Source: an optimization exercise on an open RTL-to-GDS flow (aim: small area, a short achievable clock period and few clock cycles per item). Production flows keep margins and buffers that such runs may drop. The RTL was checked by simulation tests, not by an equivalence proof against the original design.

Setup of before:
## integer_alu_floored_division
module integer_alu_floored_division (
	input  logic        clk,
	input  logic        arst_n,
	input  logic        in_valid,
	output logic        in_ready,
	input  logic [3:0]  command,
	input  logic [31:0] operand_a,
	input  logic [31:0] operand_b,
	output logic        out_valid,
	input  logic        out_ready,
	output logic [31:0] result_value,
	output logic [31:0] remainder_value,
	output logic        negative_flag,
	output logic        zero_flag,
	output logic        flags_written,
	output logic        result_written,
	output logic        error_code
);
	localparam logic [3:0] C_ADD = 4'd0, C_SUB = 4'd1, C_MUL = 4'd2, C_DIV = 4'd3,
		C_CMP = 4'd4, C_SHL = 4'd5, C_SHR = 4'd6, C_SAR = 4'd7, C_AND = 4'd8,
		C_OR = 4'd9, C_XOR = 4'd10, C_NOT = 4'd11, C_LDL = 4'd12, C_LDH = 4'd13;
	localparam int EX = 0, MU = 1, D0 = 2, D1 = 3, D2 = 4, D3 = 5, IT = 6, F1 = 7, F2 = 8, SW = 9;
	logic        xv;
	logic [31:0] xa, xb;
	logic [9:0]  st;
	logic [4:0]  cnt;
	logic        o_add, o_sub, o_mul, o_div, o_shl, o_shr, o_sar, o_and, o_or,
	             o_xor, o_not, o_ldl, o_ldh, o_pass;
	logic        xfw, xrw, bigsh, bz;
	logic        sa, sb, rz, first, mlast;
	logic        bneg, btwo, bzero, qz;  
	logic        a_w, a_inv, a_en, b_inv, b_en, cin;
	logic        wv;
	logic [31:0] w;
	logic        wz, wfw, wrw, werr;
	logic        ov;
	logic [31:0] ores, orem;
	logic        oz, ofw, orw, oerr;
	logic        rdy;
	logic        ld;        
	function automatic logic [31:0] rev32(input logic [31:0] v);
		for (int i = 0; i < 32; i++) rev32[i] = v[31-i];
	endfunction
	function automatic logic [5:0] clz32(input logic [31:0] v);
		clz32 = 6'd32;
		for (int i = 0; i < 32; i++) if (v[i]) clz32 = 31 - i;
	endfunction
	wire sd = sa ^ sb;
	function automatic logic [2:0] booth(input logic d1, input logic d0, input logic p);
		booth[2] = d1 & ~(d0 & p);                          
		booth[1] = (d1 & ~d0 & ~p) | (~d1 & d0 & p);        
		booth[0] = (d1 == d0) & (d0 == p);                  
	endfunction
	wire mul_b = st[MU];
	wire [31:0] bsrc = mul_b ? (btwo ? {xa[30:0], 1'b0} : xa) : xb;
  ...
Size: about 220 flip-flops, ~140 I/O pins, ~24000 um2 of cells after synthesis.
clock: 14.0 ns
lec_check: 0
abc_area: 1
cap_margin: 20
core_margin: 2
core_utilization: 40
slew_margin: 20
standard.sh (not shown) runs the stock make flow with config.mk's settings and CLKGATE_MAP_FILE= SYNTH_SCRIPT=/design/flow/synth_recipe.tcl, a recipe that flattens the netlist after the stock synthesis.
==> flow/flow/run.sh <==
#!/bin/bash
set -o pipefail
DONT_USE="sky130_fd_sc_hd__probe_p_8 sky130_fd_sc_hd__probec_p_8 sky130_fd_sc_hd__lpflow_bleeder_1 sky130_fd_sc_hd__lpflow_clkbufkapwr_1 sky130_fd_sc_hd__lpflow_clkbufkapwr_16 sky130_fd_sc_hd__lpflow_clkbufkapwr_2 sky130_fd_sc_hd__lpflow_clkbufkapwr_4 sky130_fd_sc_hd__lpflow_clkbufkapwr_8 sky130_fd_sc_hd__lpflow_clkinvkapwr_1 sky130_fd_sc_hd__lpflow_clkinvkapwr_16 sky130_fd_sc_hd__lpflow_clkinvkapwr_2 sky130_fd_sc_hd__lpflow_clkinvkapwr_4 sky130_fd_sc_hd__lpflow_clkinvkapwr_8 sky130_fd_sc_hd__lpflow_decapkapwr_12 sky130_fd_sc_hd__lpflow_decapkapwr_3 sky130_fd_sc_hd__lpflow_decapkapwr_4 sky130_fd_sc_hd__lpflow_decapkapwr_6 sky130_fd_sc_hd__lpflow_decapkapwr_8 sky130_fd_sc_hd__lpflow_inputiso0n_1 sky130_fd_sc_hd__lpflow_inputiso0p_1 sky130_fd_sc_hd__lpflow_inputiso1n_1 sky130_fd_sc_hd__lpflow_inputiso1p_1 sky130_fd_sc_hd__lpflow_inputisolatch_1 sky130_fd_sc_hd__lpflow_isobufsrc_1 sky130_fd_sc_hd__lpflow_isobufsrc_16 sky130_fd_sc_hd__lpflow_isobufsrc_2 sky130_fd_sc_hd__lpflow_isobufsrc_4 sky130_fd_sc_hd__lpflow_isobufsrc_8 sky130_fd_sc_hd__lpflow_isobufsrckapwr_16 sky130_fd_sc_hd__lpflow_lsbuf_lh_hl_isowell_tap_1 sky130_fd_sc_hd__lpflow_lsbuf_lh_hl_isowell_tap_2 sky130_fd_sc_hd__lpflow_lsbuf_lh_hl_isowell_tap_4 sky130_fd_sc_hd__lpflow_lsbuf_lh_isowell_4 sky130_fd_sc_hd__lpflow_lsbuf_lh_isowell_tap_1 sky130_fd_sc_hd__lpflow_lsbuf_lh_isowell_tap_2 sky130_fd_sc_hd__lpflow_lsbuf_lh_isowell_tap_4  sky130_fd_sc_hd__clkdlybuf4s15_1 sky130_fd_sc_hd__clkdlybuf4s15_2 sky130_fd_sc_hd__clkdlybuf4s18_1 sky130_fd_sc_hd__clkdlybuf4s18_2 sky130_fd_sc_hd__clkdlybuf4s25_1 sky130_fd_sc_hd__clkdlybuf4s25_2 sky130_fd_sc_hd__clkdlybuf4s50_1 sky130_fd_sc_hd__clkdlybuf4s50_2 sky130_fd_sc_hd__dlygate4sd1_1 sky130_fd_sc_hd__dlygate4sd2_1 sky130_fd_sc_hd__dlygate4sd3_1 sky130_fd_sc_hd__dlymetal6s2s_1 sky130_fd_sc_hd__dlymetal6s4s_1 sky130_fd_sc_hd__dlymetal6s6s_1 "
bash standard.sh "DONT_USE_CELLS=$DONT_USE" SETUP_SLACK_MARGIN=10 finish 2>&1 | tee run_standard.log
Testbench counts of before, summed over its fixed seeds: cycles 33,470, items 16,000.
### before -> after
==> flow/flow/run.sh <==
#!/bin/bash
set -o pipefail
DONT_USE="sky130_fd_sc_hd__probe_p_8 sky130_fd_sc_hd__probec_p_8 sky130_fd_sc_hd__lpflow_bleeder_1 sky130_fd_sc_hd__lpflow_clkbufkapwr_1 sky130_fd_sc_hd__lpflow_clkbufkapwr_16 sky130_fd_sc_hd__lpflow_clkbufkapwr_2 sky130_fd_sc_hd__lpflow_clkbufkapwr_4 sky130_fd_sc_hd__lpflow_clkbufkapwr_8 sky130_fd_sc_hd__lpflow_clkinvkapwr_1 sky130_fd_sc_hd__lpflow_clkinvkapwr_16 sky130_fd_sc_hd__lpflow_clkinvkapwr_2 sky130_fd_sc_hd__lpflow_clkinvkapwr_4 sky130_fd_sc_hd__lpflow_clkinvkapwr_8 sky130_fd_sc_hd__lpflow_decapkapwr_12 sky130_fd_sc_hd__lpflow_decapkapwr_3 sky130_fd_sc_hd__lpflow_decapkapwr_4 sky130_fd_sc_hd__lpflow_decapkapwr_6 sky130_fd_sc_hd__lpflow_decapkapwr_8 sky130_fd_sc_hd__lpflow_inputiso0n_1 sky130_fd_sc_hd__lpflow_inputiso0p_1 sky130_fd_sc_hd__lpflow_inputiso1n_1 sky130_fd_sc_hd__lpflow_inputiso1p_1 sky130_fd_sc_hd__lpflow_inputisolatch_1 sky130_fd_sc_hd__lpflow_isobufsrc_1 sky130_fd_sc_hd__lpflow_isobufsrc_16 sky130_fd_sc_hd__lpflow_isobufsrc_2 sky130_fd_sc_hd__lpflow_isobufsrc_4 sky130_fd_sc_hd__lpflow_isobufsrc_8 sky130_fd_sc_hd__lpflow_isobufsrckapwr_16 sky130_fd_sc_hd__lpflow_lsbuf_lh_hl_isowell_tap_1 sky130_fd_sc_hd__lpflow_lsbuf_lh_hl_isowell_tap_2 sky130_fd_sc_hd__lpflow_lsbuf_lh_hl_isowell_tap_4 sky130_fd_sc_hd__lpflow_lsbuf_lh_isowell_4 sky130_fd_sc_hd__lpflow_lsbuf_lh_isowell_tap_1 sky130_fd_sc_hd__lpflow_lsbuf_lh_isowell_tap_2 sky130_fd_sc_hd__lpflow_lsbuf_lh_isowell_tap_4  sky130_fd_sc_hd__clkdlybuf4s15_1 sky130_fd_sc_hd__clkdlybuf4s15_2 sky130_fd_sc_hd__clkdlybuf4s18_1 sky130_fd_sc_hd__clkdlybuf4s18_2 sky130_fd_sc_hd__clkdlybuf4s25_1 sky130_fd_sc_hd__clkdlybuf4s25_2 sky130_fd_sc_hd__clkdlybuf4s50_1 sky130_fd_sc_hd__clkdlybuf4s50_2 sky130_fd_sc_hd__dlygate4sd1_1 sky130_fd_sc_hd__dlygate4sd2_1 sky130_fd_sc_hd__dlygate4sd3_1 sky130_fd_sc_hd__dlymetal6s2s_1 sky130_fd_sc_hd__dlymetal6s4s_1 sky130_fd_sc_hd__dlymetal6s6s_1 "
bash standard.sh "DONT_USE_CELLS=$DONT_USE" SETUP_SLACK_MARGIN=10 cts 2>&1 | tee run_standard_cts.log || exit 1
bash standard.sh "DONT_USE_CELLS=$DONT_USE" SETUP_SLACK_MARGIN=0 finish 2>&1 | tee run_standard_finish.log
[summary]
- For after, the highest-delay cell along the critical path was sky130_fd_sc_hd__nor2_4, unlike before, where it was sky130_fd_sc_hd__nor4_1.
- before → after: worst setup slack went down 0.18 ns; number of filler instances in the final layout went up by 209; number of max-capacitance violations reported saw little to no change.

==> what the ideal ports hide <==
In the flow no input, the clock included, has a driving cell. The finished layouts below were timed again as built, in two steps.
Step 1 sets driving cells, clkbuf_16 on the clock port and buf_2 on the other inputs (assumed; they add their load-dependent delay and slew).
Step 2 adds t to the input delays and takes it off the output delays; t is the mean of the earliest and latest rising clock arrival at the registers after step 1. Input paths then give back, and output paths get back, about the clock's delay inside the block.
a / b / c = ideal / step 1 / step 2; a / b = the first two.
| run | shift t [ns] | slack for setup (ns) | latest minus earliest clock arrival (ns) | worst register clock-pin slew, ns | worst slew at a driven data input, ns |
|---|---|---|---|---|---|
| before | 0.657 | 9.741 / 9.741 / 9.384 | 0.036 / 0.036 | 0.07 / 0.07 | 0.05 |
| after | 0.655 | 9.559 / 9.559 / 9.302 | 0.031 / 0.032 | 0.07 / 0.07 | 0.05 |
After both steps every run listed still meets setup and hold. For before, which loses most, drivers alone change the setup slack by 0.000 ns; drivers and shift together by -0.357 ns.
